This design comes from an exercise in tuning for small area, a short achievable clock period and few clock cycles per item on the open sky130 flow, not from production work. RTL that was checked went through simulation tests only; none was proved equivalent to the original.

==> v36 <==
Design pipelined_prime_sieve, start of the top module:
module pipelined_prime_sieve (
  input  logic                          clk_i,
  input  logic                          rst_ni,
  input  logic                          in_valid_i,
  output logic                          in_stall_o,
  input  logic [pps_pkg::ValueBits-1:0] in_value_i,
  output logic                          out_valid_o,
  input  logic                          out_stall_i,
  output logic [pps_pkg::ValueBits-1:0] out_prime_value_o,
  output logic                          out_overflow_o
);
make LEC_CHECK=0 CAP_MARGIN=20 CORE_MARGIN=2 CORE_UTILIZATION=40 SLEW_MARGIN=20 finish   # period 7.0 ns
run.sh (not shown) runs the stock make flow with config.mk's settings and CLKGATE_MAP_FILE= SYNTH_SCRIPT=/design/flow/synth_recipe.tcl, a recipe that flattens the netlist after the stock synthesis.
==> v8: changes against v36 <==
--- a/flow/design.v
+++ b/flow/design.v
@@ -79,122 +79,108 @@
   assign top_slot = filled_q & ~{1'b0, filled_q[NS-1:1]};
   logic        b_valid_q;
   logic [15:0] b_v_q;
   logic        acc, alive_in;
   assign in_stall_o = b_valid_q;
   assign acc        = in_valid_i && !b_valid_q;
   assign alive_in   = |in_value_i[15:1];
-  logic         a_valid_q, a_old_q, a_last_q;
+  logic         a_valid_q, a_old_q;
   logic [15:0]  a_v_q, a_v3_q;      
   logic [G-1:0] a_goh_q;            
-  logic [T-1:0][15:1] a_inv_q;
-  logic [T-1:0][14:0] a_lim_q;
-  logic [T-1:0][3:0]  a_sh_q;
-  logic [T-1:0]       a_fil_q, a_wt_q;
-  logic [T-1:0] div_t;
+  logic [T-1:0] div_t, wt_t;
+  logic         last_grp;
   for (genvar t = 0; t < T; t++) begin : g_test
-    logic cdiv;
+    logic [15:1] inv_s;
+    logic [14:0] lim_s;
+    logic [3:0]  sh_s;
+    logic        fil_s, top_s, cdiv;
+    always_comb begin
+      inv_s = '0;
+      lim_s = '0;
+      sh_s  = '0;
+      fil_s = 1'b0;
+      top_s = 1'b0;
+      for (int g = 0; g < G; g++) begin
+        if (a_goh_q[g]) begin
+          inv_s = inv_s | inv_q[g*T+t];
+          lim_s = lim_s | lim_q[g*T+t];
+          sh_s  = sh_s  | sh_q[g*T+t];
+          fil_s = fil_s | filled_q[g*T+t];
+          top_s = top_s | top_slot[g*T+t];
+        end
+      end
+    end
     pps_cell u_cell (
       .v_i   (a_v_q),
       .v3_i  (a_v3_q),
-      .inv_i (a_inv_q[t]),
-      .lim_i (a_lim_q[t]),
-      .sh_i  (a_sh_q[t]),
+      .inv_i (inv_s),
+      .lim_i (lim_s),
+      .sh_i  (sh_s),
       .div_o (cdiv)
     );
-    assign div_t[t] = a_fil_q[t] && !a_wt_q[t] && cdiv;
+    assign wt_t[t]  = pend_q && top_s;
+    assign div_t[t] = fil_s && !wt_t[t] && cdiv;
+  end
+  always_comb begin
+    last_grp = 1'b1;
+    for (int g = 0; g < G - 1; g++) begin
+      if (a_goh_q[g]) last_grp = !filled_q[(g+1)*T];
+    end
   end
   logic         d_valid_q, d_old_q, d_div_q, d_wt_q, d_last_q;
   logic [15:0]  d_v_q, d_v3_q;
   logic [G-1:0] d_goh_q;
   logic         st_q;               
-  logic         st2_q;              
   logic         pass, surv, drop, depart, keep, adv, store, out_ok;
   logic         n_valid, take;
   logic [15:0]  n_v;
   assign out_ok = !out_valid_q || !out_stall_i;
-  assign pass   = d_valid_q && !d_div_q && !d_wt_q && !st_q && !st2_q;
+  assign pass   = d_valid_q && !d_div_q && !d_wt_q && !st_q;
   assign surv   = pass && d_last_q && d_old_q && out_ok;
   assign drop   = d_valid_q && d_div_q;
   assign depart = drop || surv;
   assign keep   = d_valid_q && !depart;
   assign adv    = pass && !d_last_q;
   assign store  = surv && !filled_q[NS-1];
   assign n_valid = b_valid_q || (acc && alive_in);
   assign n_v     = b_valid_q ? b_v_q : in_value_i;
   assign take    = !keep;           
-  logic [G-1:0] n_goh;
-  logic         n_last;
-  logic [T-1:0][15:1] n_inv;
-  logic [T-1:0][14:0] n_lim;
-  logic [T-1:0][3:0]  n_sh;
-  logic [T-1:0]       n_fil, n_wt;
-  assign n_goh = !keep ? G'(1) : adv ? {d_goh_q[G-2:0], 1'b0} : d_goh_q;
-  always_comb begin
-    n_last = 1'b1;
-    for (int g = 0; g < G - 1; g++) begin
-      if (n_goh[g]) n_last = !filled_q[(g+1)*T];
-    end
-    for (int t = 0; t < T; t++) begin
-      n_inv[t] = '0;
-      n_lim[t] = '0;
-      n_sh[t]  = '0;
-      n_fil[t] = 1'b0;
-      n_wt[t]  = 1'b0;
-      for (int g = 0; g < G; g++) begin
-        if (n_goh[g]) begin
-          n_inv[t] = n_inv[t] | inv_q[g*T+t];
-          n_lim[t] = n_lim[t] | lim_q[g*T+t];
-          n_sh[t]  = n_sh[t]  | sh_q[g*T+t];
-          n_fil[t] = n_fil[t] | filled_q[g*T+t];
-          n_wt[t]  = n_wt[t]  | (pend_q && top_slot[g*T+t]);
-        end
-      end
-    end
-  end
   always_ff @(posedge clk_i or negedge rst_ni) begin
     if (!rst_ni) begin
       b_valid_q <= 1'b0;
       a_valid_q <= 1'b0;
       a_old_q   <= 1'b0;
       a_goh_q   <= G'(1);
       d_valid_q <= 1'b0;
       d_old_q   <= 1'b0;
       st_q      <= 1'b0;
-      st2_q     <= 1'b0;
     end else begin
       st_q      <= store;
-      st2_q     <= st_q;
       d_valid_q <= a_valid_q;
       d_old_q   <= a_old_q || (d_old_q && depart);
       d_goh_q   <= a_goh_q;
-      a_goh_q   <= n_goh;
       if (keep) begin
         a_valid_q <= 1'b1;
         a_old_q   <= d_old_q;
+        a_goh_q   <= adv ? {d_goh_q[G-2:0], 1'b0} : d_goh_q;
       end else begin
         a_valid_q <= n_valid;
         a_old_q   <= !a_valid_q;
+        a_goh_q   <= G'(1);
       end
       if (take) b_valid_q <= 1'b0;
       else if (acc && alive_in) b_valid_q <= 1'b1;
     end
   end
   always_ff @(posedge clk_i) begin
     d_v_q    <= a_v_q;
     d_v3_q   <= a_v3_q;
     d_div_q  <= |div_t;
-    d_wt_q   <= |(a_fil_q & a_wt_q);
-    d_last_q <= a_last_q;
-    a_last_q <= n_last;
-    a_inv_q  <= n_inv;
-    a_lim_q  <= n_lim;
-    a_sh_q   <= n_sh;
-    a_fil_q  <= n_fil;
-    a_wt_q   <= n_wt;
+    d_wt_q   <= |wt_t;
+    d_last_q <= last_grp;
     if (keep) begin
       a_v_q  <= d_v_q;
       a_v3_q <= d_v3_q;
     end else begin
       a_v_q  <= n_v;
       a_v3_q <= n_v + {n_v[14:0], 1'b0};
     end
==> v33: changes against v36 <==
--- a/flow/design.v
+++ b/flow/design.v
@@ -4,57 +4,48 @@
   localparam int NumTest   = 4;    
   localparam int InitSteps = 2;    
 endpackage
 module pps_cell (
   input  logic [15:0] v_i,
   input  logic [15:0] v3_i,     
   input  logic [15:1] inv_i,
-  input  logic [14:0] lim_i,
   input  logic [3:0]  sh_i,
-  output logic        div_o
+  output logic [15:0] q_o,
+  output logic        mok_o
 );
   logic [7:0][15:0] pp;
   logic [15:0] x;
-  logic [15:0] lim;
   logic [15:0] mask;
   assign x = {inv_i, 1'b1};
   always_comb begin
     for (int j = 0; j < 8; j++) begin
       unique case ({x[2*j+1], x[2*j]})
         2'd0: pp[j] = '0;
         2'd1: pp[j] = v_i << (2 * j);
         2'd2: pp[j] = v_i << (2 * j + 1);
         default: pp[j] = v3_i << (2 * j);
       endcase
     end
   end
   function automatic logic [31:0] csa(input logic [15:0] a, b, c);
     logic [15:0] s, cy;
-    s  = a ^ b ^ c;
-    cy = ((a & b) | (a & c) | (b & c)) << 1;
+    s   = a ^ b ^ c;
+    cy  = ((a & b) | (a & c) | (b & c)) << 1;
     csa = {s, cy};
   endfunction
   logic [15:0] s1, c1, s2, c2, s3, c3, s4, c4, s5, c5, s6, c6;
   assign {s1, c1} = csa(pp[0], pp[1], pp[2]);
   assign {s2, c2} = csa(pp[3], pp[4], pp[5]);
   assign {s3, c3} = csa(s1, c1, s2);
   assign {s4, c4} = csa(c2, pp[6], pp[7]);
   assign {s5, c5} = csa(s3, c3, s4);
   assign {s6, c6} = csa(s5, c5, c4);
-  logic [16:0] xs;
-  logic [17:0] ys;
-  logic [15:0] ts, tc;
-  logic [16:0] tcw;
-  assign lim = {lim_i[14] & lim_i[13], lim_i};
-  assign ts  = s6 ^ c6 ^ ~lim;
-  assign tcw = {(s6 & c6) | (s6 & ~lim) | (c6 & ~lim), 1'b0};
-  assign xs  = {1'b0, s6} + {1'b0, c6};
-  assign ys  = {2'b0, ts} + {1'b0, tcw};
+  assign q_o   = s6 + c6;
   assign mask  = ~(16'hffff << sh_i);
-  assign div_o = (ys[17:16] <= {1'b0, xs[16]}) && ((v_i & mask) == 16'h0);
+  assign mok_o = (v_i & mask) == 16'h0;
 endmodule
 module pipelined_prime_sieve (
   input  logic                          clk_i,
   input  logic                          rst_ni,
   input  logic                          in_valid_i,
   output logic                          in_stall_o,
   input  logic [pps_pkg::ValueBits-1:0] in_value_i,
@@ -63,15 +54,15 @@
   output logic [pps_pkg::ValueBits-1:0] out_prime_value_o,
   output logic                          out_overflow_o
 );
   localparam int NS = pps_pkg::NumSlots;
   localparam int T  = pps_pkg::NumTest;
   localparam int G  = NS / T;
   localparam int K  = pps_pkg::InitSteps;
-  localparam int NC = (16 + K - 1) / K;    
+  localparam int NC = (15 + K - 1) / K;    
   localparam int XW = NC * K;              
   localparam int CW = (NC > 1) ? $clog2(NC) : 1;
   logic [NS-1:0][15:1] inv_q;
   logic [NS-1:0][14:0] lim_q;
   logic [NS-1:0][3:0]  sh_q;
   logic [NS-1:0]       filled_q;    
   logic                pend_q;      
@@ -86,39 +77,47 @@
   logic         a_valid_q, a_old_q, a_last_q;
   logic [15:0]  a_v_q, a_v3_q;      
   logic [G-1:0] a_goh_q;            
   logic [T-1:0][15:1] a_inv_q;
   logic [T-1:0][14:0] a_lim_q;
   logic [T-1:0][3:0]  a_sh_q;
   logic [T-1:0]       a_fil_q, a_wt_q;
-  logic [T-1:0] div_t;
+  logic [T-1:0][15:0] q_t;
+  logic [T-1:0]       mok_t;
   for (genvar t = 0; t < T; t++) begin : g_test
-    logic cdiv;
     pps_cell u_cell (
       .v_i   (a_v_q),
       .v3_i  (a_v3_q),
       .inv_i (a_inv_q[t]),
-      .lim_i (a_lim_q[t]),
       .sh_i  (a_sh_q[t]),
-      .div_o (cdiv)
+      .q_o   (q_t[t]),
+      .mok_o (mok_t[t])
     );
-    assign div_t[t] = a_fil_q[t] && !a_wt_q[t] && cdiv;
   end
-  logic         d_valid_q, d_old_q, d_div_q, d_wt_q, d_last_q;
+  logic         d_valid_q, d_old_q, d_div, d_wt_q, d_last_q;
+  logic [T-1:0][15:0] d_q_q;        
+  logic [T-1:0][14:0] d_lim_q;
+  logic [T-1:0]       d_ok_q;       
+  logic [T-1:0]       d_div_t;
+  for (genvar t = 0; t < T; t++) begin : g_cmp
+    assign d_div_t[t] = d_ok_q[t] &&
+        (d_q_q[t] <= {d_lim_q[t][14] & d_lim_q[t][13], d_lim_q[t]});
+  end
+  assign d_div = |d_div_t;
   logic [15:0]  d_v_q, d_v3_q;
   logic [G-1:0] d_goh_q;
   logic         st_q;               
   logic         st2_q;              
   logic         pass, surv, drop, depart, keep, adv, store, out_ok;
   logic         n_valid, take;
   logic [15:0]  n_v;
   assign out_ok = !out_valid_q || !out_stall_i;
-  assign pass   = d_valid_q && !d_div_q && !d_wt_q && !st_q && !st2_q;
+  assign pass   = d_valid_q && !d_div && !d_wt_q && !st_q && !st2_q;
   assign surv   = pass && d_last_q && d_old_q && out_ok;
-  assign drop   = d_valid_q && d_div_q;
+  assign drop   = d_valid_q && d_div;
   assign depart = drop || surv;
   assign keep   = d_valid_q && !depart;
   assign adv    = pass && !d_last_q;
   assign store  = surv && !filled_q[NS-1];
   assign n_valid = b_valid_q || (acc && alive_in);
   assign n_v     = b_valid_q ? b_v_q : in_value_i;
   assign take    = !keep;           
@@ -178,15 +177,17 @@
       if (take) b_valid_q <= 1'b0;
       else if (acc && alive_in) b_valid_q <= 1'b1;
     end
   end
   always_ff @(posedge clk_i) begin
     d_v_q    <= a_v_q;
     d_v3_q   <= a_v3_q;
-    d_div_q  <= |div_t;
+    d_q_q    <= q_t;
+    d_lim_q  <= a_lim_q;
+    d_ok_q   <= a_fil_q & ~a_wt_q & mok_t;
     d_wt_q   <= |(a_fil_q & a_wt_q);
     d_last_q <= a_last_q;
     a_last_q <= n_last;
     a_inv_q  <= n_inv;
     a_lim_q  <= n_lim;
     a_sh_q   <= n_sh;
     a_fil_q  <= n_fil;
@@ -218,105 +219,113 @@
       out_ovf_q   <= filled_q[NS-1];
     end
   end
   assign out_valid_o       = out_valid_q;
   assign out_prime_value_o = out_value_q;
   assign out_overflow_o    = out_ovf_q;
   logic          i_norm_q, i_calc_q, i_done_q, i_sync_q;
-  logic          odep_q;     
   logic [15:0]   i_m_q;
   logic [3:0]    i_s_q;
   logic [15:0]   i_e_q;
-  logic [15:0]   i_r_q;
+  logic [17:0]   i_r_q;     
   logic [XW-1:0] i_x_q, i_l_q;
   logic [CW-1:0] i_c_q;
-  logic          o_valid, wr, ld_spec, ld_st, ld;
-  logic [15:0]   o_v, ld_v;
-  logic [15:0]   e_n, r_n;
+  logic          o_valid, odep, nold_valid, nold_ev, i_free, i_last;
+  logic          ld_spec, ld_st, ld, wr_fin;
+  logic [15:0]   o_v, nold_v, ld_v;
+  logic [15:0]   e_n;
+  logic [17:0]   r_n;
   logic [K-1:0]  xb, lb;
-  assign o_valid = (d_valid_q && d_old_q) || (a_valid_q && a_old_q);
-  assign o_v     = (d_valid_q && d_old_q) ? d_v_q : a_v_q;
-  assign ld_st   = st_q && !i_sync_q;
-  assign wr      = pend_q && i_done_q && !ld_st;
-  assign ld_spec = (!pend_q || wr) && o_valid && (odep_q || !i_sync_q);
+  logic [XW-1:0] x_fin, l_fin;
+  logic [14:0]   w_inv, w_lim;
+  assign o_valid    = (d_valid_q && d_old_q) || (a_valid_q && a_old_q);
+  assign o_v        = (d_valid_q && d_old_q) ? d_v_q : a_v_q;
+  assign odep       = depart && d_old_q;
+  assign nold_valid = a_valid_q || (take && n_valid);
+  assign nold_v     = a_valid_q ? a_v_q : n_v;
+  assign nold_ev    = (odep || !o_valid) && nold_valid;
+  assign i_last  = i_calc_q && (i_c_q == CW'(NC - 1));
+  assign wr_fin  = pend_q && (i_done_q || i_last);
+  assign i_free  = !pend_q || wr_fin;
+  assign ld_st   = store && !i_sync_q;
+  assign ld_spec = !store && i_free && (nold_ev || (!i_sync_q && o_valid && !odep));
   assign ld      = ld_spec || ld_st;
-  assign ld_v    = ld_st ? out_value_q : o_v;
+  assign ld_v    = ld_st ? d_v_q : nold_ev ? nold_v : o_v;
   always_comb begin
     logic [16:0] es;
-    logic [16:0] r2;
-    logic [17:0] df;
     e_n = i_e_q;
     r_n = i_r_q;
     for (int k = 0; k < K; k++) begin
       xb[k] = e_n[0];
       es    = {1'b0, e_n} + (e_n[0] ? {1'b0, i_m_q} : 17'h0);
       e_n   = es[16:1];
-      r2    = {r_n, 1'b1};
-      df    = {1'b0, r2} - {2'b0, i_m_q};
-      lb[K-1-k] = !df[17];
-      r_n   = df[17] ? r2[15:0] : df[15:0];
+      if (!r_n[17]) r_n = {r_n[16:0], 1'b1} - {2'b0, i_m_q};
+      else          r_n = {r_n[16:0], 1'b1} + {2'b0, i_m_q};
+      lb[K-1-k] = !r_n[17];
     end
   end
+  assign x_fin = {xb, i_x_q[XW-1:K]};
+  assign l_fin = {i_l_q[XW-K-1:0], lb};
+  assign w_inv = i_last ? x_fin[14:0] : i_x_q[14:0];
+  assign w_lim = i_last ? l_fin[XW-1 -: 15] : i_l_q[XW-1 -: 15];
   always_ff @(posedge clk_i or negedge rst_ni) begin
     if (!rst_ni) begin
       i_norm_q <= 1'b0;
       i_calc_q <= 1'b0;
       i_done_q <= 1'b0;
       i_sync_q <= 1'b0;
-      odep_q   <= 1'b0;
       pend_q   <= 1'b0;
       filled_q <= '0;
     end else begin
-      odep_q <= depart && d_old_q;
       if (store) begin
         pend_q   <= 1'b1;
         filled_q <= {filled_q[NS-2:0], 1'b1};
-      end else if (wr) begin
+      end else if (wr_fin) begin
         pend_q   <= 1'b0;
       end
       if (ld) begin
         i_sync_q <= ld_spec;
         i_norm_q <= !ld_v[0];
         i_calc_q <= ld_v[0];
         i_done_q <= 1'b0;
       end else begin
-        if (odep_q) i_sync_q <= 1'b0;
+        if (store || odep) i_sync_q <= 1'b0;
         if (i_norm_q && i_m_q[1]) begin
           i_norm_q <= 1'b0;
           i_calc_q <= 1'b1;
         end
-        if (i_calc_q && i_c_q == CW'(NC - 1)) begin
+        if (i_last) begin
           i_calc_q <= 1'b0;
           i_done_q <= 1'b1;
         end
       end
     end
   end
   always_ff @(posedge clk_i) begin
     if (ld) begin
       i_m_q <= ld_v;
       i_s_q <= '0;
       i_e_q <= {1'b0, ld_v[15:1]};
-      i_r_q <= '0;
+      i_r_q <= 18'd1;
       i_c_q <= '0;
     end else if (i_norm_q) begin
       i_m_q <= {1'b0, i_m_q[15:1]};
       i_s_q <= i_s_q + 4'd1;
       i_e_q <= {2'b0, i_m_q[15:2]};
     end else if (i_calc_q) begin
       i_e_q <= e_n;
       i_r_q <= r_n;
       i_c_q <= i_c_q + CW'(1);
-      i_x_q <= {xb, i_x_q[XW-1:K]};
-      i_l_q <= {i_l_q[XW-K-1:0], lb};
+      i_x_q <= x_fin;
+      i_l_q <= l_fin;
     end
   end
   for (genvar k = 0; k < NS; k++) begin : g_slot
     always_ff @(posedge clk_i) begin
-      if (wr && top_slot[k]) begin
-        inv_q[k] <= i_x_q[14:0];
-        lim_q[k] <= i_l_q[XW-2 -: 15];
+      if (wr_fin && top_slot[k]) begin
+        inv_q[k] <= w_inv;
+        lim_q[k] <= w_lim;
         sh_q[k]  <= i_s_q;
       end
     end
   end
 endmodule
==> reports/qor.txt <==
Run status - timing/DRC/antenna clean
Yosys cell types - 85
Commonest cells after routing, fill and taps aside - edfxtp_1 (644), dfxtp_1 (359), ha_1 (296)
Die Height - 365 µm
Top post-synthesis cells by area - edfxtp_1 (37%), dfxtp_1 (14%), ha_1 (7.1%), fa_1 (5.6%), mux2_2 (5.6%)
Clk pin slew, worst setup/hold paths - 0.07 ns
Initial Util - 40.3%
Largest regs - inv_q (240), lim_q (240)
Post-CTS Repair Setup Buffers - 0
Critical R2R Launch - a_inv_q[31]$_DFF_P_
Worst hold path stage count - 0
Signal buffers - 123
Post-Place Worst Slack - 1.43 ns
Cells after DPL - 5760
Source of the figures above: v33

==> reports/qor.txt <==
Setup slack after layout - -0.178 ns
Yosys cell types - 93
Final setup vio count - 1
Commonest cells after routing, fill and taps aside - edfxtp_1 (643), buf_4 (413), a21oi_1 (297)
Layout Check Fails - negative setup slack
Run status - finished with violations
Post-Place Worst Slack - -0.508 ns
Top post-synthesis cells by area - edfxtp_1 (42%), fa_1 (7.9%), ha_1 (7.8%), mux2i_1 (5.1%), dfxtp_1 (4.0%)
Signal buffers - 493
Source of the figures above: v8

==> reports/qor.txt <==
Run status - timing/DRC/antenna clean
Die Height - 353 µm
Signal buffers - 196
Clk pin slew, worst setup/hold paths - 0.07 ns
Post-CTS Repair Setup Buffers - 0
Yosys cell types - 73
Worst hold path stage count - 0
Post-Place Worst Slack - 0.291 ns
Source of the figures above: v36

Testbench counts of v36, summed over its fixed seeds: cycles 5,221, items 3,080.
Testbench counts of v33, summed over its fixed seeds: cycles 5,085, items 3,080.
For v8, only the layout was checked, not whether the RTL still works.

## afterwards: timing with drivers on the ports
No port has a modelled driver above. Below, the same layouts with a new extraction and two added sets of constraints.
Step 1 assumes that a clkbuf_16 drives the clock port and a buf_2 every other input.
Step 2 times the ports against the registers' clock, not the clock port: input delays grow and output delays shrink by t, the midpoint of the rising clock arrivals with the driver on.
Slacks: no drivers / after step 1 / after step 2; pairs: no drivers / after step 1.
run	t, ns	setup WS [ns]	worst data-port slew with drivers (ns)	pins driven straight from the clock port
v36	0.756	0.269 / 0.269 / 0.269	0.04	1
v8	0.754	-0.178 / -0.178 / -0.178	0.04	1
v33	0.808	1.449 / 1.449 / 1.402	0.05	1
For v33, which loses most, drivers alone change the setup slack by 0.000 ns; drivers and shift together by -0.047 ns.
